What follows belongs to an exercise in optimizing a design on an open flow for small area; a production flow would make more cautious choices. The RTL was checked by simulation tests, not by an equivalence proof against the original design. Power figures rest on the tool's default switching activity, not on a simulated workload.

==> flow/design.v, too long to show whole: its modules and the start of the top module <==
// module dp_bram: 28 lines
// module mac_pe: 651 lines
// module pe_array: 63 lines
// module result_buffer: 76 lines
// module matmul_datapath: 94 lines
module matmul_datapath (
  input  wire logic                                  clk,
  input  wire logic                                  clr_n,
  input  wire logic [2:0]                            a_en,
  input  wire logic [2:0]                            a_we,
  input  wire logic [5:0]                            a_addr,
  input  wire logic [47:0]                           a_din,
  input  wire logic [2:0]                            b_en,
  input  wire logic [2:0]                            b_we,
  input  wire logic [5:0]                            b_addr,
  input  wire logic [47:0]                           b_din,
  input  wire logic                                  pe_start,
  input  wire logic                                  pe_valid,  
  input  wire logic                                  pe_last,
  input  wire logic                                  capture,
  input  wire logic                                  buf_clear,
  input  wire logic                                  c_wr,
  input  wire logic [3:0]                            c_addr,
  input  wire logic [3:0]                            drain_idx,
  input  wire logic                                  rd_en,
  input  wire logic [3:0]                            rd_addr,
  output logic      [33:0]                           dout_c,
  output logic      [8:0]                            pe_done,
  output logic                                       buf_valid
);
  // ...
==> flow/flow/run.sh <==
#!/bin/bash
# Own layout flow:
#  1. the standard synthesis (standard.sh synth);
#  2. a polarity clean-up of its netlist (flow/polarity.py): inverters and
#     buffers between cells are dissolved, three-input ANDs that share an
#     input pair with many others are split so the pair is computed once,
#     full/half adders and simple gates
#     are re-typed to read/drive complemented values so that few inverters
#     remain; registers are untouched. The result is checked equivalent to the
#     standard netlist (registers cut into ports by name, ABC cec) and used
#     only if that check passes;
#  3. the standard layout (standard.sh finish) from that netlist, with the
#     clock tree built from fewer, larger sink clusters and no dummy loads,
#     and the port buffers made with the smallest buffer.
set -euo pipefail
Y=$FLOW_HOME/../tools/install/yosys/bin
export PATH=$Y:$PATH
LIB=$FLOW_HOME/platforms/$FLOW_PLATFORM/lib/sky130_fd_sc_hd__tt_025C_1v80.lib
R=orfs/results/$FLOW_PLATFORM/matmul_datapath/base

bash standard.sh synth > synth.log 2>&1

cp $R/1_2_yosys.v std_netlist.v
if python3 flow/polarity.py $LIB std_netlist.v pol_netlist.v --buffers --factor > polarity.log 2>&1 \
   && bash flow/toaig.sh $LIB std_netlist.v std.aig > aig_std.log 2>&1 \
   && bash flow/toaig.sh $LIB pol_netlist.v pol.aig > aig_pol.log 2>&1 \
   && yosys-abc -c "cec std.aig pol.aig" > cec.log 2>&1 \
   && grep -q "Networks are equivalent" cec.log; then
  echo "using the polarity-optimised netlist" | tee -a polarity.log
  cp pol_netlist.v $R/1_2_yosys.v
  rm -f $R/1_synth.odb $R/1_synth.sdc
else
  echo "polarity clean-up not used" | tee -a polarity.log
fi

CTS="-sink_clustering_enable -repair_clock_nets -dont_use_dummy_load"
CTS="$CTS -sink_clustering_size 24 -sink_clustering_max_diameter 80"
CTS="$CTS -buf_list sky130_fd_sc_hd__clkbuf_16"
bash standard.sh "CTS_ARGS=$CTS" \
  "BUFFER_PORTS_ARGS=-buffer_cell sky130_fd_sc_hd__buf_1" finish > layout.log 2>&1
==> flow/flow/cutregs.py <==
#!/usr/bin/env python3
"""Cut every register out of a mapped netlist, for a combinational equivalence
check: each register's output becomes an input port and each of its input pins
an output port, named after the register instance and declared in sorted
order, so two netlists with the same registers give the same ports.
usage: cutregs.py IN.v OUT.v"""
import re, sys
src = open(sys.argv[1]).read()
m = re.search(r'^module\s+(\S+)\s*\((.*?)\);', src, re.M | re.S)
body_start = m.end()
end = src.rindex('endmodule')
body = src[body_start:end]
inst_re = re.compile(r'^\s*(sky130_fd_sc_hd__\w+)\s+(\S+)\s*\((.*?)\);\s*$', re.S | re.M)
pin_re = re.compile(r'\.(\w+)\(\s*(.*?)\s*\)(?=\s*,|\s*$)', re.S)
REG = re.compile(r'sky130_fd_sc_hd__(s?e?df|dl)\w*$')
def esc(e):
    return e + ' ' if e.startswith('\\') else e
def clean(n):
    return re.sub(r'[^A-Za-z0-9_]', '_', n)
extra_in, extra_out, assigns = [], [], []
out = []
pos = 0
for mm in inst_re.finditer(body):
    out.append(body[pos:mm.start()])
    pos = mm.end()
    t, n = mm.group(1), mm.group(2)
    if not REG.match(t):
        out.append(mm.group(0))
        continue
    pins = dict((p, e.strip()) for p, e in pin_re.findall(mm.group(3)))
    base = clean(n)
    for p, e in pins.items():
        if p in ('Q', 'Q_N'):
            nm = f"q__{base}__{p}"
            extra_in.append(nm)
            assigns.append(f"  assign {esc(e)} = {nm};\n")
        elif p not in ('CLK', 'CLK_N', 'GATE'):
            nm = f"d__{base}__{p}"
            extra_out.append(nm)
            assigns.append(f"  assign {nm} = {esc(e)};\n")
out.append(body[pos:])
ports = m.group(2).strip()
allp = ports + ''.join(f", {x}" for x in sorted(extra_in) + sorted(extra_out))
decl = ''.join(f"  input {x};\n" for x in sorted(extra_in)) + ''.join(f"  output {x};\n" for x in sorted(extra_out))
res = src[:m.start()] + f"module {m.group(1)} ({allp});\n" + decl + ''.join(out) + ''.join(assigns) + "endmodule\n"
open(sys.argv[2], 'w').write(res)
==> flow/flow/toaig.sh <==
#!/bin/bash
# toaig.sh LIB NETLIST.v OUT.aig : the netlist's logic between registers as a
# combinational AIG (registers cut into ports by name), for ABC's cec
set -euo pipefail
python3 "$(dirname "$0")/cutregs.py" $2 $3.cut.v
yosys -q -p "read_liberty -ignore_miss_func $1; read_verilog $3.cut.v; hierarchy -top $FLOW_TOP; flatten; techmap; setundef -zero; aigmap; write_aiger $3"
==> flow/standard.sh <==
#!/bin/bash
# synth_recipe.tcl (not shown) runs the flow's synth.tcl, then flattens the netlist and writes it again
# the make line also repeats each setting of config.mk as NAME=value (left out here)
make -C /OpenROAD-flow-scripts/flow DESIGN_CONFIG=/design/flow/config.mk WORK_HOME=/design/flow/orfs CLKGATE_MAP_FILE= SYNTH_SCRIPT=/design/flow/synth_recipe.tcl "${@:-finish}"
==> flow/config.mk <==
export PLATFORM = sky130hd
export DESIGN_NAME = matmul_datapath
export DESIGN_NICKNAME = matmul_datapath
export VERILOG_FILES = /design/flow/design.v
export SDC_FILE = /design/flow/constraint.sdc
export NUM_CORES = 4
export LEC_CHECK = 0
export CAP_MARGIN = 20
export CORE_MARGIN = 2
export CORE_UTILIZATION = 55
export SLEW_MARGIN = 20
==> flow/constraint.sdc <==
create_clock -name core_clock -period 10.0 [get_ports {clk}]
set_input_delay 2.0000 -clock core_clock [delete_from_list [all_inputs] [get_ports {clk}]]
set_output_delay 2.0000 -clock core_clock [all_outputs]
set_load 0.01 [all_outputs]
Not shown: flow/flow/polarity.py
==> reports/metrics.sh, run 1 <==
CORE.ROWCOUNT=170
RUN_STATUS='no timing/DRC/antenna violations'
INITIAL_UTILIZATION_PCT=55.3
LARGEST_REGISTER_FFS=544
LOGIC_GATE_SHARE_OF_TOTAL_POWER_PCT=38.1
SWITCHINGPOWER_mW=7.71
TOPROUTINGLAYERUSED='met5'
CTS-BUFFERS-INSERTED=112
UTILIZATION_PCT=60.8
CLOCK_PATH_BUFFERS=3
SYN_AVG_CELL_AREA_UM2=14.8
DPL.CELL_COUNT=11500
MAXCLOCKFREQUENCY_GHz=0.109
MULTIINPUTGATEAREA_UM2=70600
FIRST_GLOBAL_VIAS=78500
BUFFER_PORTS.INSERTED=184
LAYOUT_MIN_CYCLE_TIME_NS=9.21
SLEW-LIMIT-HEADROOM_PCT=20.7
CRIT_TYPE='input port to flop'
P_SEQ_SHARE_PCT=43.0
GRT_UTIL_MET1_PCT=48.6
ROUTE.DETAILED.VIAS_PER_INST=6.13
P_LEAK_nW=36.7
CP_NUM_BUF_INV=4
BUFFERS_EXCL_CLOCK=621
==> inputs of run 2 (changes only) <==
--- a/flow/config.mk
+++ b/flow/config.mk
@@ -6,6 +6,6 @@
 export NUM_CORES = 4
 export LEC_CHECK = 0
-export CAP_MARGIN = 20
+export CAP_MARGIN = 10
 export CORE_MARGIN = 2
-export CORE_UTILIZATION = 55
-export SLEW_MARGIN = 20
+export CORE_UTILIZATION = 65
+export SLEW_MARGIN = 10
==> run 2 against run 1 <==
Effect of this change: sequential share of layout area up 0.22 points; fmax decreased by 0.13%; still clean on timing, DRC and antenna; highest routed layer unchanged; critical path depth fell by 2; clock-buffer cell count decreased by 5; utilization grew 11 points; combinational power rose by 0.9%; critical path type unchanged.
==> reports/metrics.sh, run 2 <==
SLEW-LIMIT-HEADROOM_PCT=4.79  # -16 points
PLACED_CELL_AREA_UM2=127000
GRT_MOST_USED_LAYER='met1'
CLOCK_TREE.HTREE_LEVEL_COUNT=3
MAX_FLOP_REGISTER='c_mem'
FINAL.FILL_COUNT=12000
GLOBALROUTEMET2UTIL_PCT=53.9
WORST_SLACK_NS=0.775
MAX_CAP_VIOLATIONS=0
FIRST_GLOBAL_VIAS=79400  # +1.2%
GR-TOTAL-OVERFLOW=0
TOTAL_NEGATIVE_SLACK_NS=0
DPL.HPWL_UM=236000
MOSTFREQUENTLAYOUTCELLS='2,340 x nand2_1, 2,296 x fa_1, 1,382 x edfxtp_1'
STDCELL_AREA_UM2=130000
TOTALPOWERFINAL_mW=22.7
TOTAL_NUMBER_OF_NETS_IN_THE_FINAL_DESIGN=11200
LAYOUT-AREA-OVERHEAD-VS-SYNTH_PCT=9.40
PATH_CLK_SLEW_NS=0.09
GRT_UTIL_MET1_PCT=55.0  # +6.4 points
CLOCK_SINKS=1710
MULTIINPUTGATEAREA_UM2=70500  # about the same
PERIOD_SHARE_PCT=92.2
GROUTE.LAYER.MET3.USAGE_PCT=12.6
CRIT_TYPE='input port to flop'
OVERALL_VIA_COUNT_FROM_DETAIL_ROUTE=71800
SYN_AVG_CELL_AREA_UM2=14.8  # unchanged
REGISTER_CELL_AREA_AFTER_LAYOUT_UM2=48100
FIN_HOLD_WS_NS=0.328
DPL_WORST_SLACK_NS=0.0476
CRIT_PATH_MAX_FANOUT=19
POWERDENSITY_nW_PER_UM2=175
DIE_X_UM=431
LARGESTREGISTERS='c_mem (544), u_pe_array.g_row.g_col.sum_nq (306), u_result_buffer.entry_n (306)'
CTS-BUFFERS-INSERTED=107  # -4.5%
P_LEAK_nW=36.6  # about the same
ANTENNA_FOUND_INITIAL=5
CRITICAL_PATH.MOST_COMMON_CELL='fa_1'
CTS_HOLD_BUF=0
WORST_R2R_ENDPOINT='u_pe_array.g_row[0].g_col[0].sum_nq[22]'
WORSTHOLDENDPOINT='u_result_buffer.entry_n[3][19]'
CRIT_PATH_END_KIND='flop'
LARGEST_REGISTER_FFS=544  # unchanged
CRIT-REG2REG-LAUNCH='g_bank[0].u_b_bank.wr_rdata[4]'
LAYOUT-DRIVE-GT1-SHARE_PCT=10.2
SYN-CELL-AREA_UM2=119000
GP_CONGESTION=0.963
REG2REG_SETUP_SLACK_NS=1.48
IR_DROP_V=0.000160
CORE.ROWCOUNT=156  # -8.2%
MAXCLOCKFREQUENCY_GHz=0.108  # -0.13%
DIE_H_UM=431
FP.DIEAREA_UM2=186000
POSTCTSSETUPBUFFERS=0
GRT_FIRST_PASS_WIRELENGTH_UM=508000
INITIAL_UTILIZATION_PCT=65.5  # +10 points
HOLDCRITPATHCLASS='flop to flop'
DETAILEDROUTE.FIRSTITERATIONVIOLATIONS=7903
BUFFER_PORTS.INSERTED=184  # unchanged
POSTROUTEWIRELENGTH_UM=334000
TRITONCTS='yes'
TIMING.REG2REG.WORST_PATH_DEPTH=18
FINALHOLDVIOLATIONS=0
FINAL.SETUP_SKEW_NS=0.125
CLOCK_PATH_BUFFERS=3  # unchanged
WIRE_PER_INST_UM=30.1
CTS_REPAIR_RESIZE_COUNT=0
CP_CELL_SEQUENCE='clkbuf_4, buf_12, and2_1, buf_4, nand2_1, fa_1, fa_1, fa_1, fa_1, or2_1, fa_1, fa_1, fa_1, fa_1, fa_1, fa_1, fa_1, fa_1, fa_1, fa_1'
GLOBAL_ROUTE.USAGE.TOTAL_PCT=38.0
CORE_REGION_AREA_UM2=181000
ANTENNA_LEFT=0
CRITPATHSLOWESTCELL='and2_1'
I_O_PIN_COUNT=185
ROUTE.DETAILED.VIAS_PER_INST=6.46  # +5.3%
RUN_STATUS='no timing/DRC/antenna violations'
MOSTFREQUENTLAYOUTCELL='nand2_1'
CTS_ROOT_BUFFER='clkbuf_16'
SYNTHCELLS=8012
FINALSETUPVIOLCOUNT=0
CRITPATHMAXSTAGEDELAY_NS=0.61
DRV_SLEW=0
DRC=0
WORSTHOLDSTART='u_pe_array.g_row[1].g_col[0].sum_nq[19]'
DETAIL_ROUTE.FIRST_PASS.ITERATIONS=6
LAYOUT_MIN_CYCLE_TIME_NS=9.22  # +0.0116 ns
HOLD_PATH_DEPTH=0
GRT_START_MAX_NET_PINS=128
UNREPAIRED_SETUP_ENDPOINTS_AFTER_GLOBAL_ROUTING='no'
WORST_MARGIN_SLEW_NS=1.43
SYNTH_WARNINGS=7
SETUP.WORST_PATH.START_CLASS='input port'
CRIT_REQUIRED_NS=10.62
CLOCK_LATENCY_NS=0.82
CRIT_ARRIVAL_NS=9.85
run 2: changes by cell type in the layout (fill, tap and decap cells not counted), moves of 4 or more:
cell and change:
buf_8 -4, buf_4 +30, buf_2 -4, diode_2 -9, clkbuf_16 -5, buf_1 +4, buf_12 -9
run 2: layer usage:
layer	vias to the layer above	routed length (um)
met3	834	45400
met2	4751	146000
li1	28400	-
met1	37800	126000
met5	-	12
met4	2	17600
run 2: area by class of cell:
type	instances	share of cell area [%]
multi-input combinational	6283	54.4
sequential	1710	37.1
timing repair buffer	639	4.11
tap	2370	2.29
clock buffer	107	2.07
inverter	10	0.0290
antenna	3	0.00579
run 2: how the worst max path moves through the flow:
stage                   from                                      end  slack [ns]
finish              pe_valid  u_pe_array.g_row[1].g_col[1].sum_nq[22]        0.78
global route        pe_valid  u_pe_array.g_row[0].g_col[1].sum_nq[22]        0.61
CTS                 pe_valid  u_pe_array.g_row[1].g_col[1].sum_nq[22]        0.92
detailed placement  pe_valid  u_pe_array.g_row[1].g_col[2].sum_nq[33]        0.05
global placement    pe_valid    u_pe_array.g_row[1].g_col[1].cy_nq[1]        0.15
floorplan           pe_start  u_pe_array.g_row[0].g_col[0].sum_nq[22]        0.47
run 2: stage by stage:
stage | cells | util [%]
after detailed placement | 11000 | 70.2
after global placement | 11000 | 70.1
after global routing | 11100 | 71.6
after CTS | 11100 | 71.6
after floorplan | 8012 | -
final | 11100 | 71.6
run 2: where the power goes:
part	leakage (nW)	internal (mW)	total (mW)	switching, mW
Combinational	19.8	4.03	8.77	4.75
Sequential	15.6	9.12	9.76	0.648
Clock	1.32	1.88	4.15	2.27
run 2: critical path: cells and delay by family:
| kind | cells | cell delay (ns) |
|---|---|---|
| adders and majority gates | 14 | 6.09 |
| buffers and inverters | 3 | 0.78 |
| and+or+nand+nor | 3 | 0.97 |
==> inputs of run 3 (changes only) <==
--- a/flow/flow/run.sh
+++ b/flow/flow/run.sh
@@ -12,5 +12,7 @@
 #  3. the standard layout (standard.sh finish) from that netlist, with the
 #     clock tree built from fewer, larger sink clusters and no dummy loads,
-#     and the port buffers made with the smallest buffer.
+#     the port buffers made with the smallest buffer, and the floorplan
+#     stage's pre-placement timing repair skipped (without wires it upsizes
+#     adders for violations that placement does not have).
 set -euo pipefail
 Y=$FLOW_HOME/../tools/install/yosys/bin
@@ -37,4 +39,4 @@
 CTS="$CTS -sink_clustering_size 24 -sink_clustering_max_diameter 80"
 CTS="$CTS -buf_list sky130_fd_sc_hd__clkbuf_16"
-bash standard.sh "CTS_ARGS=$CTS" \
+bash standard.sh "CTS_ARGS=$CTS" REMOVE_ABC_BUFFERS=1 \
   "BUFFER_PORTS_ARGS=-buffer_cell sky130_fd_sc_hd__buf_1" finish > layout.log 2>&1
--- a/flow/config.mk
+++ b/flow/config.mk
@@ -6,6 +6,6 @@
 export NUM_CORES = 4
 export LEC_CHECK = 0
-export CAP_MARGIN = 10
+export CAP_MARGIN = 20
 export CORE_MARGIN = 2
-export CORE_UTILIZATION = 65
-export SLEW_MARGIN = 10
+export CORE_UTILIZATION = 55
+export SLEW_MARGIN = 20
==> run 3 against run 2 <==
Effect of this change: non-clock buffer count grew 6; synthesized cell count unchanged; clock power increased by 4%; largest cell class unchanged; sequential share of layout area fell by 0.25 points; via count is 1.1% lower; clock-buffer cell count rose by 5; flip-flop and latch count unchanged; wire length is 2.9% higher; highest routed layer unchanged.
==> reports/metrics.sh, run 3 <==
CP_NUM_BUF_INV=3  # unchanged
PWR-SHARE-CLK_PCT=18.8  # +0.5 points
CORE_REGION_AREA_UM2=214000  # +18%
DPL.HPWL_UM=244000  # +3.4%
WIRE_PER_INST_UM=29.6  # -1.4%
GRT_FIRST_PASS_WIRELENGTH_UM=521000  # +2.6%
LAYOUTNONFILLERINSTCOUNT=11600  # +4.3%
P_SW_SHARE_PCT=33.9  # +0.071 points
IR_DROP_V=0.000178  # +12%
BUFFER_PORTS.INSERTED=184  # unchanged
CP_CELL_SEQUENCE='clkbuf_4, buf_12, a21o_4, buf_12, or2_1, fa_1, fa_1, fa_1, fa_1, fa_1, fa_1, fa_1, fa_1, fa_1, fa_1, fa_1, fa_1, fa_1, fa_1, fa_1'
CLOCK_LATENCY_NS=0.81  # about the same
LARGEST_REGISTER_FFS=544  # unchanged
DRV_SLEW=0  # unchanged
OVERALL_VIA_COUNT_FROM_DETAIL_ROUTE=71000  # -1.1%
SETUP.WORST_PATH.START_CLASS='input port'
ANTENNA_FOUND_INITIAL=4  # -1
LOGIC_GATE_SHARE_OF_TOTAL_POWER_PCT=38.3  # -0.4 points
CLOCK_TREE.HTREE_LEVEL_COUNT=3  # unchanged
RUN_STATUS='no timing/DRC/antenna violations'
LAYOUT_MIN_CYCLE_TIME_NS=9.24  # +0.0180 ns
DIE_H_UM=468  # +8.6%
FP.DIEAREA_UM2=219000  # +18%
MOSTFREQUENTLAYOUTCELL='nand2_1'
CRIT_TYPE='input port to flop'
DRC=0  # unchanged
CTS-BUFFERS-INSERTED=112  # +4.7%
FIN_HOLD_WS_NS=0.359  # +0.0316 ns
CRIT_REQUIRED_NS=10.60  # -0.02 ns
CRITPATHSLOWESTCELL='fa_1'
P_LEAK_nW=36.8  # +0.33%
DPL.CELL_COUNT=11500  # +4.3%
CORE.ROWCOUNT=170  # +9.0%
I_O_PIN_COUNT=185  # unchanged
TOTAL_NUMBER_OF_NETS_IN_THE_FINAL_DESIGN=11200  # +0.098%
GLOBAL_ROUTE.USAGE.TOTAL_PCT=33.0  # -5.0 points
CTS_ROOT_BUFFER='clkbuf_16'
SYN-CELL-AREA_UM2=119000  # unchanged
POSTCTSSETUPBUFFERS=0  # unchanged
POWERDENSITY_nW_PER_UM2=175  # -0.10%
WORST_MARGIN_SLEW_NS=1.29  # -0.137 ns
MAX_CAP_VIOLATIONS=0  # unchanged
FINAL.SETUP_SKEW_NS=0.119  # -0.00637 ns
PERIOD_SHARE_PCT=92.4  # +0.18 points
CLOCK_SINKS=1710  # unchanged
FINALSETUPVIOLCOUNT=0  # unchanged
SYNTH_WARNINGS=7  # unchanged
CTS_HOLD_BUF=0  # unchanged
UNREPAIRED_SETUP_ENDPOINTS_AFTER_GLOBAL_ROUTING='no'
MOSTFREQUENTLAYOUTCELLS='2,340 x nand2_1, 2,296 x fa_1, 1,382 x edfxtp_1'
CRIT_PATH_MAX_FANOUT=41  # +22
TOTAL_NEGATIVE_SLACK_NS=0  # unchanged
INITIAL_UTILIZATION_PCT=55.3  # -10 points
SLEW-LIMIT-HEADROOM_PCT=13.9  # +9.1 points
HOLDCRITPATHCLASS='flop to flop'
GRT_START_MAX_NET_PINS=135  # +5.5%
GP_CONGESTION=0.962  # -0.10%
TRITONCTS='yes'
P_SEQ_SHARE_PCT=42.9  # about the same
SWITCHINGPOWER_mW=7.73  # +0.78%
LAYOUT-DRIVE-GT1-SHARE_PCT=10.5  # +0.22 points
MAXCLOCKFREQUENCY_GHz=0.108  # -0.19%
MAX_FLOP_REGISTER='c_mem'
CRITICAL_PATH.MOST_COMMON_CELL='fa_1'
INTERNAL_POWER_OF_THE_CELLS_mW=15.1  # +0.47%
DIE_X_UM=468  # +8.6%
ROUTE.DETAILED.VIAS_PER_INST=6.12  # -5.2%
WORSTHOLDSTART='u_pe_array.g_row[0].g_col[1].sum_nq[18]'
CLOCK_PATH_BUFFERS=3  # unchanged
LARGESTREGISTERS='c_mem (544), u_pe_array.g_row.g_col.sum_nq (306), u_result_buffer.entry_n (306)'
FINALHOLDVIOLATIONS=0  # unchanged
CRITICAL-PATH-TOP-DELAY-FAMILY='adder cells'
POSTROUTEWIRELENGTH_UM=344000  # +2.9%
SYN_AVG_CELL_AREA_UM2=14.8  # unchanged
CTS_REPAIR_RESIZE_COUNT=0  # unchanged
GR-TOTAL-OVERFLOW=0  # unchanged
FIRST_GLOBAL_VIAS=79100  # -0.40%
CRIT_ARRIVAL_NS=9.84  # about the same
CRIT_PATH_END_KIND='flop'
DETAILEDROUTE.FIRSTITERATIONVIOLATIONS=7591  # -3.9%
PATH_CLK_SLEW_NS=0.08  # about the same
STARTPOINT='pe_valid'
DETAIL_ROUTE.FIRST_PASS.ITERATIONS=6  # unchanged
SYNTHCELLS=8012  # unchanged
LAYOUT-AREA-OVERHEAD-VS-SYNTH_PCT=10.1
ANTENNA_LEFT=0  # unchanged
CRITPATHMAXSTAGEDELAY_NS=0.58  # -0.03 ns
CRIT-REG2REG-LAUNCH='g_bank[0].u_b_bank.wr_rdata[5]'
run 3: worst paths after layout:
check / endpoint / slack (ns) / cells after the start
worst max-delay path: u_pe_array.g_row[0].g_col[2].sum_nq[22] / 0.76 / 20
worst min-delay path: u_result_buffer.entry_n[1][18] / 0.36 / 0
worst max register to register: u_pe_array.g_row[0].g_col[0].sum_nq[22] / 1.48 / 18
worst min register to register: u_result_buffer.entry_n[1][18] / 0.36 / 0
max in group asynchronous: u_pe_array.rz / 8.64 / 1
min in group asynchronous: u_pe_array.done / 1.06 / 1
run 3: layer usage:
layer / up-vias / routed length (um) / GRT usage [%]
li1: 28400 / - / -
met1: 38100 / 139000 / 48.5
met2: 3838 / 150000 / 47.3
met3: 666 / 38000 / 8.85
met4: 4 / 17000 / 13.4
met5: - / 22 / 0.0878
run 3: final cells by class:
type / instances / area [um2]
Sequential cell: 1710 / 48100
Tap cell: 2838 / 3550
Timing Repair Buffer: 645 / 5460
Antenna cell: 5 / 12.5
Inverter: 10 / 37.5
Multi-Input combinational cell: 6283 / 70600
Clock buffer: 112 / 2800
Fill cell: 16400 / 83900
run 3: power groups by stage:
stage | combinational, mW | clock, mW | sequential, mW
after floorplan | 6.00 | 0 | 9.56
after global placement | 8.58 | 0 | 9.91
after detailed placement | 8.68 | 0 | 9.91
after CTS | 8.92 | 4.41 | 9.77
after global routing | 10.1 | 4.63 | 9.85
final | 8.74 | 4.30 | 9.79
run 3: worst register-to-register path, stage by stage, from the launching register on:
cell      delay [ns]
edfxtp_1        1.22
buf_4           0.34
nand2_1         0.10
fa_1            0.52
fa_1            0.50
fa_1            0.40
fa_1            0.53
fa_1            0.43
or2_1           0.24
fa_1            0.39
fa_1            0.40
fa_1            0.41
fa_1            0.40
fa_1            0.40
fa_1            0.39
fa_1            0.40
fa_1            0.39
fa_1            0.39
fa_1            0.45
run 3: through the flow:
step	utilization (%)	cell area, um2	power (mW)	setup WS (ns)
detailed placement	59.6	128000	18.6	-0.0180
CTS	60.9	130000	23.1	0.832
floorplan	-	118000	15.6	-1.67
global route	60.9	131000	24.5	0.584
global placement	59.5	128000	18.5	0.112
finish	60.9	131000	22.8	0.757
==> inputs of run 4 (changes only) <==
--- a/flow/flow/run.sh
+++ b/flow/flow/run.sh
@@ -37,6 +37,6 @@
 
 CTS="-sink_clustering_enable -repair_clock_nets -dont_use_dummy_load"
-CTS="$CTS -sink_clustering_size 24 -sink_clustering_max_diameter 80"
-CTS="$CTS -buf_list sky130_fd_sc_hd__clkbuf_16"
+CTS="$CTS -sink_clustering_size 14 -sink_clustering_max_diameter 60"
+CTS="$CTS -buf_list sky130_fd_sc_hd__clkbuf_8"
 bash standard.sh "CTS_ARGS=$CTS" REMOVE_ABC_BUFFERS=1 \
   "BUFFER_PORTS_ARGS=-buffer_cell sky130_fd_sc_hd__buf_1" finish > layout.log 2>&1
--- a/flow/config.mk
+++ b/flow/config.mk
@@ -6,6 +6,6 @@
 export NUM_CORES = 4
 export LEC_CHECK = 0
-export CAP_MARGIN = 20
+export CAP_MARGIN = 10
 export CORE_MARGIN = 2
-export CORE_UTILIZATION = 55
-export SLEW_MARGIN = 20
+export CORE_UTILIZATION = 65
+export SLEW_MARGIN = 10
==> run 4 against run 3 <==
Effect of this change: design area down 0.99%; clock skew increased by 0.0075 ns; wire length down 3.0%; register-to-register slack got worse by 0.04 ns; synthesized cell count stayed put; first-iteration DRC count rose by 6.9%; sequential share of layout area rose by 0.37 points; critical path depth stayed put; power down 2.5%; non-clock buffer count is 38 lower; critical path type unchanged; critical endpoint unchanged.
==> reports/metrics.sh, run 4 <==
CORE.ROWCOUNT=156  # -8.2%
IR_DROP_V=0.000171  # -4.2%
LAYOUT-AREA-OVERHEAD-VS-SYNTH_PCT=9.05
WORST_MARGIN_SLEW_NS=1.38  # +0.0930 ns
DRV_SLEW=0  # unchanged
DIE_X_UM=431  # -7.9%
CORE_REGION_AREA_UM2=181000  # -16%
SYNTHCELLS=8012  # unchanged
CLOCK_TREE.HTREE_LEVEL_COUNT=4  # +1
HOLDCRITPATHCLASS='flop to flop'
GP_CONGESTION=0.961  # about the same
TRITONCTS='yes'
MOSTFREQUENTLAYOUTCELL='nand2_1'
DETAILEDROUTE.FIRSTITERATIONVIOLATIONS=8118  # +6.9%
ANTENNA_LEFT=0  # unchanged
WIRE_PER_INST_UM=29.9  # +0.92%
CRIT_TYPE='input port to flop'
UNREPAIRED_SETUP_ENDPOINTS_AFTER_GLOBAL_ROUTING='no'
POSTROUTEWIRELENGTH_UM=334000  # -3.0%
TOTAL_NUMBER_OF_NETS_IN_THE_FINAL_DESIGN=11200  # +0.16%
CRIT_PATH_MAX_FANOUT=16  # -61%
OVERALL_VIA_COUNT_FROM_DETAIL_ROUTE=71900  # +1.3%
CLOCK_LATENCY_NS=0.98  # +0.17 ns
POSTCTSSETUPBUFFERS=0  # unchanged
MAXCLOCKFREQUENCY_GHz=0.109  # +0.84%
MAX_FLOP_REGISTER='c_mem'
PERIOD_SHARE_PCT=91.7  # -0.77 points
PATH_CLK_SLEW_NS=0.09  # about the same
INITIAL_UTILIZATION_PCT=65.5  # +10 points
STDCELL_AREA_UM2=129000  # -0.99%
LARGESTREGISTERS='c_mem (544), u_pe_array.g_row.g_col.sum_nq (306), u_result_buffer.entry_n (306)'
FIRST_GLOBAL_VIAS=80300  # +1.6%
ROUTE.DETAILED.VIAS_PER_INST=6.45  # +5.3%
FINALSETUPVIOLCOUNT=0  # unchanged
RUN_STATUS='no timing/DRC/antenna violations'
CRIT_PATH_END_KIND='flop'
POWERDENSITY_nW_PER_UM2=172  # -1.5%
DIE_H_UM=431  # -7.9%
CTS_ROOT_BUFFER='clkbuf_8'
BUFFER_PORTS.INSERTED=184  # unchanged
FIN_HOLD_WS_NS=0.370  # +0.0107 ns
SETUP.WORST_PATH.START_CLASS='input port'
FINALHOLDVIOLATIONS=0  # unchanged
DPL.HPWL_UM=235000  # -3.6%
MOSTFREQUENTLAYOUTCELLS='2,340 x nand2_1, 2,296 x fa_1, 1,382 x edfxtp_1'
CLOCK_PATH_BUFFERS=3  # unchanged
ANTENNA_FOUND_INITIAL=9  # +5
DPL_WORST_SLACK_NS=-0.0192  # -0.00111 ns
LARGEST_REGISTER_FFS=544  # unchanged
FP.DIEAREA_UM2=186000  # -15%
SYN-CELL-AREA_UM2=119000  # unchanged
CTS-BUFFERS-INSERTED=168  # +50%
SYN_AVG_CELL_AREA_UM2=14.8  # unchanged
FINAL.SETUP_SKEW_NS=0.126  # +0.00754 ns
CRIT_REQUIRED_NS=10.75  # +0.15 ns
GRT_FIRST_PASS_WIRELENGTH_UM=508000  # -2.5%
LAYOUT_MIN_CYCLE_TIME_NS=9.17  # -0.0773 ns
I_O_PIN_COUNT=185  # unchanged
GLOBAL_ROUTE.USAGE.TOTAL_PCT=38.0  # +5.0 points
SYNTH_WARNINGS=7  # unchanged
TOTALPOWERFINAL_mW=22.3  # -2.5%
CTS_HOLD_BUF=0  # unchanged
LAYOUT-DRIVE-GT1-SHARE_PCT=10.5  # +0.092 points
WORST_SLACK_NS=0.835  # +0.0773 ns
GRT_START_MAX_NET_PINS=147  # +8.9%
PLACED_CELL_AREA_UM2=127000  # -0.64%
DRC=0  # unchanged
GR-TOTAL-OVERFLOW=0  # unchanged
CRIT_ARRIVAL_NS=9.92  # +0.08 ns
SLEW-LIMIT-HEADROOM_PCT=7.71  # -6.2 points
P_LEAK_nW=36.4  # -0.91%
CLOCK_SINKS=1710  # unchanged
DETAIL_ROUTE.FIRST_PASS.ITERATIONS=8  # +2
CTS_REPAIR_RESIZE_COUNT=0  # unchanged
MAX_CAP_VIOLATIONS=0  # unchanged
[run 4: critical path, stage by stage]
cell and delay, ns:
clkbuf_4 0.26, buf_4 0.22, and2_1 0.51, nand2_1 0.16, fa_1 0.59, fa_1 0.43
fa_1 0.40, fa_1 0.55, fa_1 0.45, or2_1 0.24, fa_1 0.40, fa_1 0.41
fa_1 0.44, fa_1 0.40, fa_1 0.39, fa_1 0.40, fa_1 0.42, fa_1 0.40
fa_1 0.39, fa_1 0.44
[run 4: per-layer routing]
metal | track usage [%] | vias up | wire length (um)
met1 | 55.2 | 37900 | 126000
met3 | 12.0 | 908 | 44300
met5 | 0.0260 | - | 48
met4 | 16.3 | 8 | 18700
li1 | - | 28400 | -
met2 | 54.1 | 4726 | 145000
[run 4: final timing paths]
check | depth (start not counted) | startpoint | slack [ns] | to
max reg2reg | 17 | g_bank[2].u_b_bank.wr_rdata[12] | 1.44 | u_pe_array.g_row[0].g_col[2].sum_nq[22]
min in group asynchronous | 1 | clr_n | 0.87 | u_pe_array.done
min | 0 | u_pe_array.g_row[0].g_col[1].sum_nq[29] | 0.37 | u_result_buffer.entry_n[1][29]
min reg2reg | 0 | u_pe_array.g_row[0].g_col[1].sum_nq[29] | 0.37 | u_result_buffer.entry_n[1][29]
max in group asynchronous | 1 | clr_n | 8.86 | u_pe_array.rz
max | 20 | pe_valid | 0.83 | u_pe_array.g_row[0].g_col[2].sum_nq[22]
[run 4: cell type report]
cell class | count | area (um2)
multi-input cells | 6283 | 70500
fillers | 12000 | 51700
flip-flops and latches | 1710 | 48100
repair buffers | 607 | 5260
well taps | 2370 | 2970
clock buffers | 168 | 2310
inverters | 10 | 37.5
diodes | 9 | 22.5
[run 4: power breakdown]
part | internal, mW | switching (mW) | total (mW)
logic | 4.01 | 4.72 | 8.72
registers | 9.12 | 0.658 | 9.77
clock network | 1.49 | 2.27 | 3.76
[run 4: metrics by stage]
stage               setup TNS (ns)  utilization (%)  std cells
finish                           0             71.4      11200
global route                     0             71.4      11200
CTS                              0             71.4      11100
detailed placement         -0.0353             70.1      11000
global placement                 0             70.1      11000
floorplan                   -96.71                -       8003
==> inputs of run 5 (changes only) <==
--- a/flow/flow/run.sh
+++ b/flow/flow/run.sh
@@ -5,4 +5,5 @@
 #     buffers between cells are dissolved, three-input ANDs that share an
 #     input pair with many others are split so the pair is computed once,
+#     4:1 muxes become and-or-invert gates over shared decoded selects,
 #     full/half adders and simple gates
 #     are re-typed to read/drive complemented values so that few inverters
@@ -12,7 +13,5 @@
 #  3. the standard layout (standard.sh finish) from that netlist, with the
 #     clock tree built from fewer, larger sink clusters and no dummy loads,
-#     the port buffers made with the smallest buffer, and the floorplan
-#     stage's pre-placement timing repair skipped (without wires it upsizes
-#     adders for violations that placement does not have).
+#     and the port buffers made with the smallest buffer.
 set -euo pipefail
 Y=$FLOW_HOME/../tools/install/yosys/bin
@@ -24,5 +23,5 @@
 
 cp $R/1_2_yosys.v std_netlist.v
-if python3 flow/polarity.py $LIB std_netlist.v pol_netlist.v --buffers --factor > polarity.log 2>&1 \
+if python3 flow/polarity.py $LIB std_netlist.v pol_netlist.v --buffers --factor --mux4 > polarity.log 2>&1 \
    && bash flow/toaig.sh $LIB std_netlist.v std.aig > aig_std.log 2>&1 \
    && bash flow/toaig.sh $LIB pol_netlist.v pol.aig > aig_pol.log 2>&1 \
@@ -37,6 +36,6 @@
 
 CTS="-sink_clustering_enable -repair_clock_nets -dont_use_dummy_load"
-CTS="$CTS -sink_clustering_size 14 -sink_clustering_max_diameter 60"
-CTS="$CTS -buf_list sky130_fd_sc_hd__clkbuf_8"
-bash standard.sh "CTS_ARGS=$CTS" REMOVE_ABC_BUFFERS=1 \
+CTS="$CTS -sink_clustering_size 24 -sink_clustering_max_diameter 80"
+CTS="$CTS -buf_list sky130_fd_sc_hd__clkbuf_16"
+bash standard.sh "CTS_ARGS=$CTS" \
   "BUFFER_PORTS_ARGS=-buffer_cell sky130_fd_sc_hd__buf_1" finish > layout.log 2>&1
--- a/flow/flow/polarity.py
+++ b/flow/flow/polarity.py
@@ -2,12 +2,19 @@
 """Re-choose logic polarities in a mapped sky130hd netlist to remove inverters.
 
-Every inverter whose output is an internal net is dissolved into edge
-polarities. Each remaining combinational cell may then be re-typed so that it
-reads complemented inputs and/or drives a complemented output (e.g. and2 ->
-nand2 / or2 / nor2, and a full adder, being self-dual, may read complemented
-inputs and drive complemented outputs with no change of type). A local search
-chooses these so that cell area plus one inverter per net that still needs a
-complement is minimal. Registers, ports and multi-output cells other than full
-adders are left as they are. usage: polarity.py LIB IN.v OUT.v
+Every inverter (and, with --buffers, every buffer) whose output is an internal
+net is dissolved into edge polarities. Each remaining combinational cell may
+then be re-typed so that it reads complemented inputs and/or drives a
+complemented output (e.g. and2 -> nand2 / or2 / nor2; full adders are
+self-dual and keep their type; a half adder becomes xnor2 + or2). Full and
+half adders are first given consistent polarities by solving their parity
+constraints, then whole adder groups and single cells are flipped by local
+search, so that cell area plus one inverter per net that still needs a
+complement is minimal. Registers and ports are left as they are.
+Options: --buffers  also dissolve buffers;
+         --factor   split and3 cells whose input pair recurs in many cells
+                    into a shared and2 of the pair and an and2;
+         --mux4     split 4:1 muxes into two aoi22 and a nand2 over a shared
+                    one-hot decode of the selects.
+usage: polarity.py LIB IN.v OUT.v [--buffers] [--factor] [--mux4]
 """
 import re, sys, itertools
@@ -17,4 +24,5 @@
 DISSOLVE_BUFFERS = '--buffers' in sys.argv[4:]
 FACTOR_AND3 = '--factor' in sys.argv[4:]
+SPLIT_MUX4 = '--mux4' in sys.argv[4:]
 PFX = 'sky130_fd_sc_hd__'
 DONT = re.compile(r'(probe|lpflow|clkdly|dlygate|dlymetal|ebuf|einv|clkbuf|clkinv|conb)')
@@ -193,4 +201,44 @@
     sys.stderr.write(f"factored {len(claimed)} and3 cells over {len(made)} shared pairs\n")
 
+# Split 4:1 muxes into two and-or-invert gates and a nand over shared decoded
+# selects: X = nand(aoi22(A0, d0, A1, d1), aoi22(A2, d2, A3, d3)), with
+# d0..d3 the one-hot decode of (S1, S0), made once per select pair.
+if SPLIT_MUX4:
+    MUX4 = re.compile(PFX + r'mux4_\d+$')
+    dec = {}
+    nsplit = 0
+    def pnet(r, q, tag):
+        if not q:
+            return r
+        v = f"_muxinv{tag}_"
+        inv_in[v] = (r, 1)
+        return v
+    for ci in range(len(cells)):
+        t, n, pins = cells[ci]
+        if ci in removed or not MUX4.match(t) or pins['X'] in ports:
+            continue
+        s0, s1 = root(pins['S0']), root(pins['S1'])
+        key = (s0, s1)
+        if key not in dec:
+            k = len(dec) + 1
+            ds = []
+            for v in range(4):
+                b0, b1 = v & 1, v >> 1
+                a = pnet(s0[0], s0[1] ^ (1 - b0), f"{k}_{v}_0")
+                b = pnet(s1[0], s1[1] ^ (1 - b1), f"{k}_{v}_1")
+                net = f"_muxdec{k}_{v}_"
+                new_wires.append(net)
+                cells.append([PFX + 'and2_1', f"_muxdecg{k}_{v}_", {'A': a, 'B': b, 'X': net}])
+                ds.append(net)
+            dec[key] = ds
+        ds = dec[key]
+        nsplit += 1
+        y0, y1 = f"_muxy{nsplit}_0_", f"_muxy{nsplit}_1_"
+        new_wires.extend([y0, y1])
+        cells.append([PFX + 'a22oi_1', f"_muxa{nsplit}_0_", {'A1': pins['A0'], 'A2': ds[0], 'B1': pins['A1'], 'B2': ds[1], 'Y': y0}])
+        cells.append([PFX + 'a22oi_1', f"_muxa{nsplit}_1_", {'A1': pins['A2'], 'A2': ds[2], 'B1': pins['A3'], 'B2': ds[3], 'Y': y1}])
+        cells[ci] = [PFX + 'nand2_1', n, {'A': y0, 'B': y1, 'Y': pins['X']}]
+    sys.stderr.write(f"split {nsplit} 4:1 muxes over {len(dec)} select pairs\n")
+
 driver = {}
 for ci, (t, n, pins) in enumerate(cells):
==> run 5 against run 4 <==
Effect of this change: largest cell class unchanged; via count rose by 5.2%; clock skew fell by 0.020 ns; sequential power fell by 2%; worst setup slack got worse by 0.048 ns; flip-flop and latch count did not move; clock-buffer cell count fell by 61.
==> reports/metrics.sh, run 5 <==
FIN_HOLD_WS_NS=0.381  # +0.0109 ns
UNREPAIRED_SETUP_ENDPOINTS_AFTER_GLOBAL_ROUTING='no'
SYN-CELL-AREA_UM2=118000  # -0.70%
FINALHOLDVIOLATIONS=0  # unchanged
MAX_FLOP_REGISTER='c_mem'
LOGIC_GATE_SHARE_OF_TOTAL_POWER_PCT=34.9  # -4.3 points
SETUP.WORST_PATH.START_CLASS='input port'
TOTALPOWERFINAL_mW=21.1  # -5.1%
PATH_CLK_SLEW_NS=0.09  # about the same
CRITPATHSLOWESTCELL='fa_1'
WORSTHOLDSTART='u_pe_array.g_row[1].g_col[1].sum_nq[20]'
CRIT_PATH_END_KIND='flop'
P_SEQ_SHARE_PCT=45.6  # +1.7 points
CLOCK_TREE.HTREE_LEVEL_COUNT=3  # -1
CRIT_TYPE='input port to flop'
SYNTH_WARNINGS=7  # unchanged
RUN_STATUS='no timing/DRC/antenna violations'
CORE.ROWCOUNT=156  # unchanged
FP.DIEAREA_UM2=184000  # -0.69%
P_LEAK_nW=36.1  # -0.79%
IR_DROP_V=0.000161  # -5.6%
OVERALL_VIA_COUNT_FROM_DETAIL_ROUTE=75700  # +5.2%
SYN_AVG_CELL_AREA_UM2=13.7  # -7.6%
POSTCTSSETUPBUFFERS=0  # unchanged
CLOCK_PATH_BUFFERS=3  # unchanged
CRIT-REG2REG-LAUNCH='g_bank[2].u_b_bank.wr_rdata[2]'
FINALSETUPVIOLCOUNT=0  # unchanged
CLOCK_SINKS=1710  # unchanged
DPL.CELL_COUNT=11600  # +6.0%
DRV_SLEW=0  # unchanged
CORE_REGION_AREA_UM2=180000  # -0.32%
LARGESTREGISTERS='c_mem (544), u_pe_array.g_row.g_col.sum_nq (306), u_result_buffer.entry_n (306)'
FIRST_GLOBAL_VIAS=82600  # +2.8%
LAYOUT_MIN_CYCLE_TIME_NS=9.21  # +0.0482 ns
LARGEST_REGISTER_FFS=544  # unchanged
LAYOUT-AREA-OVERHEAD-VS-SYNTH_PCT=9.74
ROUTE.DETAILED.VIAS_PER_INST=6.44  # about the same
CRITPATHMAXSTAGEDELAY_NS=0.58  # about the same
CRITICAL_PATH.MOST_COMMON_CELL='fa_1'
DPL.HPWL_UM=244000  # +3.7%
STDCELL_AREA_UM2=129000  # about the same
CTS_HOLD_BUF=0  # unchanged
CRIT_ARRIVAL_NS=9.81  # -0.11 ns
STARTPOINT='pe_valid'
CP_NUM_BUF_INV=3  # +1
GLOBAL_ROUTE.USAGE.TOTAL_PCT=39.1  # +1.1 points
PWR-SHARE-CLK_PCT=19.6  # +2.7 points
DRC=0  # unchanged
GR-TOTAL-OVERFLOW=0  # unchanged
TRITONCTS='yes'
CRIT_REQUIRED_NS=10.59  # -0.16 ns
CTS_REPAIR_RESIZE_COUNT=0  # unchanged
GRT_START_MAX_NET_PINS=94  # -36%
POWERDENSITY_nW_PER_UM2=164  # -5.0%
CLOCK_LATENCY_NS=0.81  # -0.17 ns
DIE_H_UM=429  # -0.35%
ANTENNA_LEFT=0  # unchanged
MAXCLOCKFREQUENCY_GHz=0.109  # -0.52%
CTS_ROOT_BUFFER='clkbuf_16'
WORST_MARGIN_SLEW_NS=1.31  # -0.0777 ns
POSTROUTEWIRELENGTH_UM=346000  # +3.6%
MOSTFREQUENTLAYOUTCELL='nand2_1'
CRITICAL-PATH-TOP-DELAY-FAMILY='adder cells'
BUFFER_PORTS.INSERTED=184  # unchanged
HOLDCRITPATHCLASS='flop to flop'
FINAL.SETUP_SKEW_NS=0.106  # -0.0199 ns
WIRE_PER_INST_UM=29.4  # -1.6%
DIE_X_UM=429  # -0.35%
PLACED_CELL_AREA_UM2=126000  # -0.39%
GP_CONGESTION=0.971  # +1.1%
MAX_CAP_VIOLATIONS=0  # unchanged
INITIAL_UTILIZATION_PCT=65.2  # -0.25 points
DETAIL_ROUTE.FIRST_PASS.ITERATIONS=7  # -1
I_O_PIN_COUNT=185  # unchanged
SYNTHCELLS=8613  # +7.5%
GRT_FIRST_PASS_WIRELENGTH_UM=522000  # +2.7%
CP_CELL_SEQUENCE='clkbuf_4, buf_12, a21o_4, buf_12, or2_1, fa_1, fa_1, fa_1, fa_1, fa_1, fa_1, fa_1, fa_1, fa_1, fa_1, fa_1, fa_1, fa_1, fa_1, fa_1'
SLEW-LIMIT-HEADROOM_PCT=12.2  # +4.5 points
INTERNAL_POWER_OF_THE_CELLS_mW=14.2  # -3.1%
CRIT_PATH_MAX_FANOUT=32  # +16
LAYOUTNONFILLERINSTCOUNT=11700  # +5.3%
TOTAL_NUMBER_OF_NETS_IN_THE_FINAL_DESIGN=11800  # +5.3%
CTS-BUFFERS-INSERTED=107  # -36%
DETAILEDROUTE.FIRSTITERATIONVIOLATIONS=8175  # +0.70%
PERIOD_SHARE_PCT=92.1  # +0.48 points
ANTENNA_FOUND_INITIAL=9  # unchanged
SWITCHINGPOWER_mW=6.96  # -8.9%
MOSTFREQUENTLAYOUTCELLS='2,618 x nand2_1, 2,296 x fa_1, 1,382 x edfxtp_1'
LAYOUT-DRIVE-GT1-SHARE_PCT=6.99  # -3.6 points
P_SW_SHARE_PCT=33.0  # -1.4 points
[run 5: per-layer routing]
metal	vias up	share of wire, %	global-route usage, %	wire length [um]
met5	-	0.059	0.781	205
met4	8	5.4	16.8	18500
met3	844	14	14.3	49500
met2	5075	43	55.8	150000
met1	39200	37	54.7	128000
li1	30500	-	-	-
[run 5: cell type report]
class / instances / area [um2]
Multi-Input combinational cell: 6879 / 69800
Fill cell: 12300 / 51200
Sequential cell: 1710 / 48100
Timing Repair Buffer: 663 / 5580
Tap cell: 2370 / 2970
Clock buffer: 107 / 2680
Inverter: 15 / 56.3
Antenna cell: 4 / 10.0
[run 5: through the flow]
step | TNS, ns | utilization, % | worst slack [ns]
after floorplan | 0 | - | 0.469
after global placement | 0 | 70.1 | 0.0897
after detailed placement | -0.0361 | 70.1 | -0.0361
after CTS | 0 | 71.6 | 0.825
after global routing | 0 | 71.6 | 0.573
final | 0 | 71.6 | 0.786
[run 5: worst paths after layout]
check | to | slack (ns) | cells past startpoint
min | u_result_buffer.entry_n[4][20] | 0.38 | 0
min in group asynchronous | u_result_buffer.valid | 1.03 | 1
max reg2reg | u_pe_array.g_row[2].g_col[2].sum_nq[22] | 1.53 | 18
max | u_pe_array.g_row[1].g_col[1].sum_nq[22] | 0.79 | 20
max in group asynchronous | u_result_buffer.ez | 8.69 | 1
min reg2reg | u_result_buffer.entry_n[4][20] | 0.38 | 0
[run 5: power by group through the flow]
stage	clock network [mW]	logic [mW]	registers, mW
2_1_floorplan	0	4.97	9.46
3_3_place_gp	0	7.08	9.72
3_5_place_dp	0	7.30	9.73
4_1_cts	4.19	7.46	9.59
5_1_grt	4.42	8.45	9.67
6_report	4.13	7.36	9.62
==> inputs of run 6 (changes only) <==
--- a/flow/flow/run.sh
+++ b/flow/flow/run.sh
@@ -12,5 +12,6 @@
 #     only if that check passes;
 #  3. the standard layout (standard.sh finish) from that netlist, with the
-#     clock tree built from fewer, larger sink clusters and no dummy loads,
+#     clock tree built from clusters of up to 14 sinks per clkbuf_8 and no
+#     dummy loads,
 #     and the port buffers made with the smallest buffer.
 set -euo pipefail
@@ -36,6 +37,6 @@
 
 CTS="-sink_clustering_enable -repair_clock_nets -dont_use_dummy_load"
-CTS="$CTS -sink_clustering_size 24 -sink_clustering_max_diameter 80"
-CTS="$CTS -buf_list sky130_fd_sc_hd__clkbuf_16"
+CTS="$CTS -sink_clustering_size 14 -sink_clustering_max_diameter 60"
+CTS="$CTS -buf_list sky130_fd_sc_hd__clkbuf_8"
 bash standard.sh "CTS_ARGS=$CTS" \
   "BUFFER_PORTS_ARGS=-buffer_cell sky130_fd_sc_hd__buf_1" finish > layout.log 2>&1
==> run 6 against run 5 <==
Effect of this change: via count grew 0.61%; synthesized area is the same; critical path depth grew 1; first-iteration DRC count grew 1.7%; worst setup slack gained 0.16 ns; hold slack gained 0.0046 ns; utilization shrank 0.19 points; clock skew grew 0.0095 ns; non-clock buffer count shrank 1; final cell count grew 0.57%; design area shrank 0.26%; combinational power is essentially flat; critical path type unchanged; largest cell class unchanged.
==> reports/metrics.sh, run 6 <==
TIMING.REG2REG.WORST_PATH_DEPTH=19  # +1
ROUTE.DETAILED.VIAS_PER_INST=6.45  # about the same
LARGEST_REGISTER_FFS=544  # unchanged
POSTCTSSETUPBUFFERS=0  # unchanged
SLEW-LIMIT-HEADROOM_PCT=5.73  # -6.5 points
CRIT_PATH_MAX_FANOUT=32  # unchanged
DETAIL_ROUTE.FIRST_PASS.ITERATIONS=6  # -1
CLOCK_TREE.HTREE_LEVEL_COUNT=4  # +1
WIRE_PER_INST_UM=29.3  # -0.37%
FIRST_GLOBAL_VIAS=83000  # +0.55%
LARGESTREGISTERS='c_mem (544), u_pe_array.g_row.g_col.sum_nq (306), u_result_buffer.entry_n (306)'
GRT_START_MAX_NET_PINS=94  # unchanged
CLOCK_SINKS=1710  # unchanged
TRITONCTS='yes'
FINALSETUPVIOLCOUNT=0  # unchanged
DPL_WORST_SLACK_NS=-0.0361  # unchanged
RUN_STATUS='no timing/DRC/antenna violations'
PERIOD_SHARE_PCT=90.5  # -1.6 points
SYN_AVG_CELL_AREA_UM2=13.7  # unchanged
CRIT_TYPE='input port to flop'
TOTALPOWERFINAL_mW=20.8  # -1.6%
CLOCK_PATH_BUFFERS=3  # unchanged
CRIT_PATH_END_KIND='flop'
DRC=0  # unchanged
DPL.CELL_COUNT=11600  # unchanged
FINALHOLDVIOLATIONS=0  # unchanged
ANTENNA_FOUND_INITIAL=10  # +1
CRIT_REQUIRED_NS=10.86  # +0.27 ns
POSTROUTEWIRELENGTH_UM=346000  # +0.19%
DIE_X_UM=429  # unchanged
TOTAL_NEGATIVE_SLACK_NS=0  # unchanged
MOSTFREQUENTLAYOUTCELL='nand2_1'
CORE_REGION_AREA_UM2=180000  # unchanged
ANTENNA_LEFT=0  # unchanged
GR-TOTAL-OVERFLOW=0  # unchanged
I_O_PIN_COUNT=185  # unchanged
MAX_CAP_VIOLATIONS=0  # unchanged
DRV_SLEW=0  # unchanged
DETAILEDROUTE.FIRSTITERATIONVIOLATIONS=8311  # +1.7%
HOLDCRITPATHCLASS='flop to flop'
GRT_FIRST_PASS_WIRELENGTH_UM=523000  # +0.17%
POWERDENSITY_nW_PER_UM2=161  # -1.3%
P_LEAK_nW=36.0  # -0.29%
LAYOUTNONFILLERINSTCOUNT=11800  # +0.57%
CTS_REPAIR_RESIZE_COUNT=0  # unchanged
CTS_ROOT_BUFFER='clkbuf_8'
SYN-CELL-AREA_UM2=118000  # unchanged
BUFFER_PORTS.INSERTED=184  # unchanged
SYNTH_WARNINGS=7  # unchanged
CRIT_ARRIVAL_NS=9.91  # +0.10 ns
LAYOUT-AREA-OVERHEAD-VS-SYNTH_PCT=9.45
OVERALL_VIA_COUNT_FROM_DETAIL_ROUTE=76200  # +0.61%
CTS_HOLD_BUF=0  # unchanged
TOTAL_NUMBER_OF_NETS_IN_THE_FINAL_DESIGN=11900  # +0.52%
PLACED_CELL_AREA_UM2=126000  # unchanged
FP.DIEAREA_UM2=184000  # unchanged
CORE.ROWCOUNT=156  # unchanged
SYNTHCELLS=8613  # unchanged
MAXCLOCKFREQUENCY_GHz=0.111  # +1.8%
DIE_H_UM=429  # unchanged
SETUP.WORST_PATH.START_CLASS='input port'
INITIAL_UTILIZATION_PCT=65.2  # unchanged
UNREPAIRED_SETUP_ENDPOINTS_AFTER_GLOBAL_ROUTING='no'
STDCELL_AREA_UM2=129000  # -0.26%
DPL.HPWL_UM=244000  # unchanged
MAX_FLOP_REGISTER='c_mem'
LAYOUT-DRIVE-GT1-SHARE_PCT=7.60  # +0.61 points
FINAL.SETUP_SKEW_NS=0.116  # +0.00953 ns
PATH_CLK_SLEW_NS=0.09  # about the same
HOLD_PATH_DEPTH=0  # unchanged
LAYOUT_MIN_CYCLE_TIME_NS=9.05  # -0.165 ns
UTILIZATION_PCT=71.4  # -0.19 points
WORST_SLACK_NS=0.951  # +0.165 ns
CTS-BUFFERS-INSERTED=170  # +59%
IR_DROP_V=0.000134  # -17%
CLOCK_LATENCY_NS=1.01  # +0.20 ns
FIN_HOLD_WS_NS=0.385  # +0.00462 ns
WORST_MARGIN_SLEW_NS=1.41  # +0.107 ns
MOSTFREQUENTLAYOUTCELLS='2,618 x nand2_1, 2,296 x fa_1, 1,382 x edfxtp_1'
GP_CONGESTION=0.971  # unchanged
GLOBAL_ROUTE.USAGE.TOTAL_PCT=39.2  # +0.14 points
## run 6: cell types whose count changed in the layout (fill, tap and decap cells not counted), sizes merged
cell / previous run / this run
buf: 656 / 655
clkbuf: 114 / 177
diode: 4 / 9
## run 6: power breakdown
group	total [mW]	internal [mW]	switching (mW)
logic	7.36	3.26	4.10
clock network	3.81	1.50	2.31
registers	9.62	9.01	0.607
total	20.8	13.8	7.01
## run 6: worst max-delay path, cell delays in order
cell and delay (ns):
clkbuf_4 0.16, buf_12 0.21, buf_4 0.25, and2_1 0.25, nand2_1 0.11, fa_1 0.66
fa_1 0.45, fa_1 0.41, fa_1 0.54, fa_1 0.45, or2_1 0.26, fa_1 0.39
fa_1 0.41, fa_1 0.41, fa_1 0.42, fa_1 0.43, fa_1 0.41, fa_1 0.40
fa_1 0.39, fa_1 0.39, fa_1 0.45
## run 6: final timing paths
kind,end,start,slack [ns]
max,u_pe_array.g_row[2].g_col[2].sum_nq[22],pe_valid,0.95
min,u_result_buffer.entry_n[4][26],u_pe_array.g_row[1].g_col[1].sum_nq[26],0.39
max reg2reg,u_pe_array.g_row[2].g_col[0].sum_nq[33],g_bank[0].u_b_bank.wr_rdata[7],1.41
min reg2reg,u_result_buffer.entry_n[4][26],u_pe_array.g_row[1].g_col[1].sum_nq[26],0.39
max in group asynchronous,u_pe_array.rz,clr_n,8.86
min in group asynchronous,u_result_buffer.valid,clr_n,0.85
## run 6: area by class of cell
| type | instances | area (um2) |
|---|---|---|
| Multi-Input combinational cell | 6879 | 69800 |
| Timing Repair Buffer | 662 | 5570 |
| Clock buffer | 170 | 2340 |
| Tap cell | 2370 | 2970 |
| Fill cell | 12300 | 51600 |
| Sequential cell | 1710 | 48100 |
| Inverter | 15 | 56.3 |
| Antenna cell | 9 | 22.5 |
## run 6: per-layer routing
layer	GRT usage (%)	vias to the layer above	wire [um]
met3	15.0	975	49000
met5	0.781	-	229
li1	-	30600	-
met4	17.8	10	19600
met2	55.3	4990	149000
met1	54.8	39600	129000
==> inputs of run 7 (changes only) <==
==> flow/flow/run.sh (replaced) <==
#!/bin/bash
# Own layout flow:
#  1. the standard synthesis (standard.sh synth);
#  3. the standard layout (standard.sh finish) from that netlist, with the
#     clock tree built from fewer, larger sink clusters and no dummy loads,
#     and the port buffers made with the smallest buffer.
set -euo pipefail
Y=$FLOW_HOME/../tools/install/yosys/bin
export PATH=$Y:$PATH
LIB=$FLOW_HOME/platforms/$FLOW_PLATFORM/lib/sky130_fd_sc_hd__tt_025C_1v80.lib
R=orfs/results/$FLOW_PLATFORM/matmul_datapath/base

bash standard.sh synth > synth.log 2>&1

cp $R/1_2_yosys.v std_netlist.v
if python3 flow/polarity.py $LIB std_netlist.v pol_netlist.v --buffers --factor --local --mux4 > polarity.log 2>&1 \
   && bash flow/toaig.sh $LIB std_netlist.v std.aig > aig_std.log 2>&1 \
   && bash flow/toaig.sh $LIB pol_netlist.v pol.aig > aig_pol.log 2>&1 \
   && yosys-abc -c "cec std.aig pol.aig" > cec.log 2>&1 \
   && grep -q "Networks are equivalent" cec.log; then
  echo "using the polarity-optimised netlist" | tee -a polarity.log
  cp pol_netlist.v $R/1_2_yosys.v
  rm -f $R/1_synth.odb $R/1_synth.sdc
else
  echo "polarity clean-up not used" | tee -a polarity.log
fi

CTS="-sink_clustering_enable -repair_clock_nets -dont_use_dummy_load"
CTS="$CTS -sink_clustering_size 24 -sink_clustering_max_diameter 80"
CTS="$CTS -buf_list sky130_fd_sc_hd__clkbuf_16"
bash standard.sh "CTS_ARGS=$CTS" \
  "BUFFER_PORTS_ARGS=-buffer_cell sky130_fd_sc_hd__buf_1" finish > layout.log 2>&1
--- a/flow/flow/polarity.py
+++ b/flow/flow/polarity.py
@@ -14,7 +14,10 @@
          --factor   split and3 cells whose input pair recurs in many cells
                     into a shared and2 of the pair and an and2;
+         --local    with --factor, share a pair only among cells whose third
+                    input is in the same 16-bit slice of the same bus (so a
+                    gated operand is made next to the products that use it);
          --mux4     split 4:1 muxes into two aoi22 and a nand2 over a shared
                     one-hot decode of the selects.
-usage: polarity.py LIB IN.v OUT.v [--buffers] [--factor] [--mux4]
+usage: polarity.py LIB IN.v OUT.v [--buffers] [--factor [--local]] [--mux4]
 """
 import re, sys, itertools
@@ -25,4 +28,5 @@
 FACTOR_AND3 = '--factor' in sys.argv[4:]
 SPLIT_MUX4 = '--mux4' in sys.argv[4:]
+LOCAL = '--local' in sys.argv[4:]
 PFX = 'sky130_fd_sc_hd__'
 DONT = re.compile(r'(probe|lpflow|clkdly|dlygate|dlymetal|ebuf|einv|clkbuf|clkinv|conb)')
@@ -155,8 +159,14 @@
         cand[ci] = [(p, root(pins[p])) for p in ('A', 'B', 'C')]
     paircells = defaultdict(set)
+    def group(rq):
+        # with --local, a pair is shared only among cells whose third input
+        # lies in the same 16-bit slice of the same bus
+        m = re.match(r'\\?(.*)\[(\d+)\]$', rq[0])
+        return (m.group(1), int(m.group(2)) // 16) if (LOCAL and m) else None
     for ci, ins in cand.items():
         for i in range(3):
             for j in range(i + 1, 3):
-                key = tuple(sorted([ins[i][1], ins[j][1]]))
+                third = ins[3 - i - j][1]
+                key = (tuple(sorted([ins[i][1], ins[j][1]])), group(third))
                 paircells[key].add(ci)
     claimed = {}
@@ -171,6 +181,7 @@
         order.remove(best)
     made = {}
-    for ci, key in claimed.items():
-        if key not in made:
+    for ci, gkey in claimed.items():
+        key = gkey[0]
+        if gkey not in made:
             k = len(made) + 1
             ins = []
@@ -185,5 +196,5 @@
             new_wires.append(net)
             cells.append([PFX + 'and2_1', f"_pair{k}_", {'A': ins[0], 'B': ins[1], 'X': net}])
-            made[key] = net
+            made[gkey] = net
         t, n, pins = cells[ci]
         ins = cand[ci]
@@ -198,5 +209,5 @@
                 left.append(p)
         third = pins[left[0]]
-        cells[ci] = [PFX + 'and2_1', n, {'A': made[key], 'B': third, 'X': pins['X']}]
+        cells[ci] = [PFX + 'and2_1', n, {'A': made[gkey], 'B': third, 'X': pins['X']}]
     sys.stderr.write(f"factored {len(claimed)} and3 cells over {len(made)} shared pairs\n")
 
==> run 7 against run 6 <==
Effect of this change: design area grew 0.68%; clock skew down 0.016 ns; die area is 0.54% higher; final cell count is 0.44% higher; largest cell class unchanged; largest power group unchanged.
==> reports/metrics.sh, run 7 <==
FP.DIEAREA_UM2=185000  # +0.54%
GRT_FIRST_PASS_WIRELENGTH_UM=539000  # +3.0%
ANTENNA_LEFT=0  # unchanged
TOTALPOWERFINAL_mW=21.3  # +2.3%
CRIT_PATH_MAX_FANOUT=29  # -9.4%
CRIT_PATH_END_KIND='flop'
FINALSETUPVIOLCOUNT=0  # unchanged
PLACED_CELL_AREA_UM2=127000  # +0.48%
FINAL.SETUP_SKEW_NS=0.100  # -0.0157 ns
FIRST_GLOBAL_VIAS=83800  # +0.99%
HOLDCRITPATHCLASS='flop to flop'
DPL_WORST_SLACK_NS=-0.131  # -0.0947 ns
LAYOUT_MIN_CYCLE_TIME_NS=9.35  # +0.298 ns
WORST_SLACK_NS=0.652  # -0.298 ns
CORE.ROWCOUNT=156  # unchanged
FIN_HOLD_WS_NS=0.393  # +0.00790 ns
CLOCK_PATH_BUFFERS=3  # unchanged
SYNTHCELLS=8715  # +1.2%
CLOCK_SINKS=1710  # unchanged
GR-TOTAL-OVERFLOW=0  # unchanged
PATH_CLK_SLEW_NS=0.08  # about the same
DRC=0  # unchanged
FINALHOLDVIOLATIONS=0  # unchanged
BUFFER_PORTS.INSERTED=184  # unchanged
DPL.HPWL_UM=261000  # +7.2%
ANTENNA_FOUND_INITIAL=10  # unchanged
STDCELL_AREA_UM2=130000  # +0.68%
CRIT_ARRIVAL_NS=10.00  # +0.09 ns
CTS-BUFFERS-INSERTED=106  # -38%
DRV_SLEW=0  # unchanged
GRT_START_MAX_NET_PINS=144  # +53%
CRIT_REQUIRED_NS=10.65  # -0.21 ns
MAX_CAP_VIOLATIONS=0  # unchanged
TRITONCTS='yes'
I_O_PIN_COUNT=185  # unchanged
POSTCTSSETUPBUFFERS=0  # unchanged
P_LEAK_nW=36.4  # +1.1%
WIRE_PER_INST_UM=30.3  # +3.3%
LARGEST_REGISTER_FFS=544  # unchanged
DETAILEDROUTE.FIRSTITERATIONVIOLATIONS=8434  # +1.5%
LAYOUT-DRIVE-GT1-SHARE_PCT=6.98  # -0.62 points
PERIOD_SHARE_PCT=93.5  # +3.0 points
LAYOUT-AREA-OVERHEAD-VS-SYNTH_PCT=9.60
OVERALL_VIA_COUNT_FROM_DETAIL_ROUTE=76800  # +0.80%
FINAL.FILL_COUNT=12300  # -0.081%
SYN_AVG_CELL_AREA_UM2=13.6  # -0.63%
CLOCK_LATENCY_NS=0.80  # -0.21 ns
DETAIL_ROUTE.FIRST_PASS.ITERATIONS=6  # unchanged
CTS_REPAIR_RESIZE_COUNT=0  # unchanged
SETUP.WORST_PATH.START_CLASS='input port'
CTS_HOLD_BUF=0  # unchanged
RUN_STATUS='no timing/DRC/antenna violations'
GLOBAL_ROUTE.USAGE.TOTAL_PCT=40.5  # +1.2 points
CLOCK_TREE.HTREE_LEVEL_COUNT=3  # -1
CORE_REGION_AREA_UM2=181000  # +0.22%
MAXCLOCKFREQUENCY_GHz=0.107  # -3.2%
MAX_FLOP_REGISTER='c_mem'
WORST_MARGIN_SLEW_NS=1.35  # -0.0609 ns
DPL.CELL_COUNT=11800  # +1.0%
MOSTFREQUENTLAYOUTCELL='nand2_1'
CRIT_TYPE='input port to flop'
SYN-CELL-AREA_UM2=118000  # +0.54%
UNREPAIRED_SETUP_ENDPOINTS_AFTER_GLOBAL_ROUTING='no'
GP_CONGESTION=0.983  # +1.2%
INITIAL_UTILIZATION_PCT=65.5  # +0.21 points
SYNTH_WARNINGS=7  # unchanged
LARGESTREGISTERS='c_mem (544), u_pe_array.g_row.g_col.sum_nq (306), u_result_buffer.entry_n (306)'
ROUTE.DETAILED.VIAS_PER_INST=6.47  # +0.36%
DIE_H_UM=431  # +0.27%
SLEW-LIMIT-HEADROOM_PCT=9.79  # +4.1 points
MOSTFREQUENTLAYOUTCELLS='2,618 x nand2_1, 2,296 x fa_1, 1,382 x edfxtp_1'
LAYOUTNONFILLERINSTCOUNT=11900  # +0.44%
TOTAL_NUMBER_OF_NETS_IN_THE_FINAL_DESIGN=11900  # +0.45%
DIE_X_UM=431  # +0.27%
IR_DROP_V=0.000208  # +55%
POSTROUTEWIRELENGTH_UM=360000  # +3.8%
POWERDENSITY_nW_PER_UM2=164  # +1.6%
CTS_ROOT_BUFFER='clkbuf_16'
## run 7: worst max-delay path, cell delays in order
cell      delay, ns
clkbuf_4       0.31
buf_4          0.38
and2_1         0.37
nand2_1        0.13
fa_1           0.52
fa_1           0.50
fa_1           0.40
fa_1           0.55
fa_1           0.44
or2_1          0.23
fa_1           0.38
fa_1           0.40
fa_1           0.41
fa_1           0.41
fa_1           0.42
fa_1           0.42
fa_1           0.42
fa_1           0.39
fa_1           0.39
fa_1           0.44
## run 7: worst paths after layout
path,from,endpoint,slack (ns),depth (start not counted)
min in group asynchronous,clr_n,u_pe_array.done,1.03,1
worst max-delay path,pe_valid,u_pe_array.g_row[2].g_col[0].sum_nq[22],0.65,20
max in group asynchronous,clr_n,u_pe_array.rz,8.71,1
worst max register to register,g_bank[0].u_b_bank.wr_rdata[4],u_pe_array.g_row[2].g_col[0].sum_nq[22],1.50,18
worst min register to register,u_pe_array.g_row[0].g_col[1].sum_nq[17],u_result_buffer.entry_n[1][17],0.39,0
worst min-delay path,u_pe_array.g_row[0].g_col[1].sum_nq[17],u_result_buffer.entry_n[1][17],0.39,0
## run 7: area by class of cell
class	count	area [um2]	share of cell area, %
multi-input combinational	6981	70400	54.3
sequential	1710	48100	37.1
timing repair buffer	678	5510	4.25
tap	2370	2970	2.29
clock buffer	106	2650	2.05
inverter	15	56.3	0.0434
antenna	7	17.5	0.0135
## run 7: stage by stage
step           utilization [%]  TNS (ns)
3_3_place_gp              70.2         0
4_1_cts                   71.7         0
3_5_place_dp              70.3    -0.552
6_report                  71.7         0
5_1_grt                   71.7         0
2_1_floorplan                -         0
## run 7: report_power, final
part	switching, mW	leakage, nW	total (mW)	internal (mW)
Sequential	0.716	15.6	9.74	9.02
Clock	2.26	1.31	4.12	1.86
Combinational	4.13	19.5	7.41	3.28
## run 7: per-layer routing
metal / GRT usage (%) / vias to the layer above / wire [um]
li1: - / 30900 / -
met1: 54.0 / 39800 / 128000
met2: 59.9 / 5121 / 160000
met3: 13.6 / 1010 / 47700
met4: 20.8 / 12 / 22900
met5: 0.651 / - / 214

==> what the ideal ports hide <==
Ports are ideal in the flow. The routed layouts listed here were re-timed in OpenROAD. Step 1 sets driving cells, clkbuf_16 on the clock port and buf_2 on the other inputs (assumed; they add their load-dependent delay and slew). Step 2 times the ports against the registers' clock, not the clock port: input delays grow and output delays shrink by t, the midpoint of the rising clock arrivals with the driver on. Three values: no drivers, after step 1, after step 2; two values: the first two.
run | t (ns) | slack for setup (ns) | worst setup path after step 2
run 1 | 0.869 | 0.787 / 0.839 / -0.030 | input to register
run 2 | 0.848 | 0.775 / 0.821 / -0.026 | input to register
run 3 | 0.851 | 0.757 / 0.819 / -0.032 | input to register
run 4 | 1.005 | 0.835 / 0.892 / -0.113 | input to register
run 5 | 0.852 | 0.786 / 0.857 / 0.005 | input to register
run 6 | 1.043 | 0.951 / 1.016 / -0.027 | input to register
run 7 | 0.842 | 0.652 / 0.690 / -0.152 | input to register
Met with ideal ports but missed after step 2: setup timing in 6 of these runs. The setup slack of run 6, which loses most, moves by +0.065 ns with the drivers and by -0.978 ns with both steps.
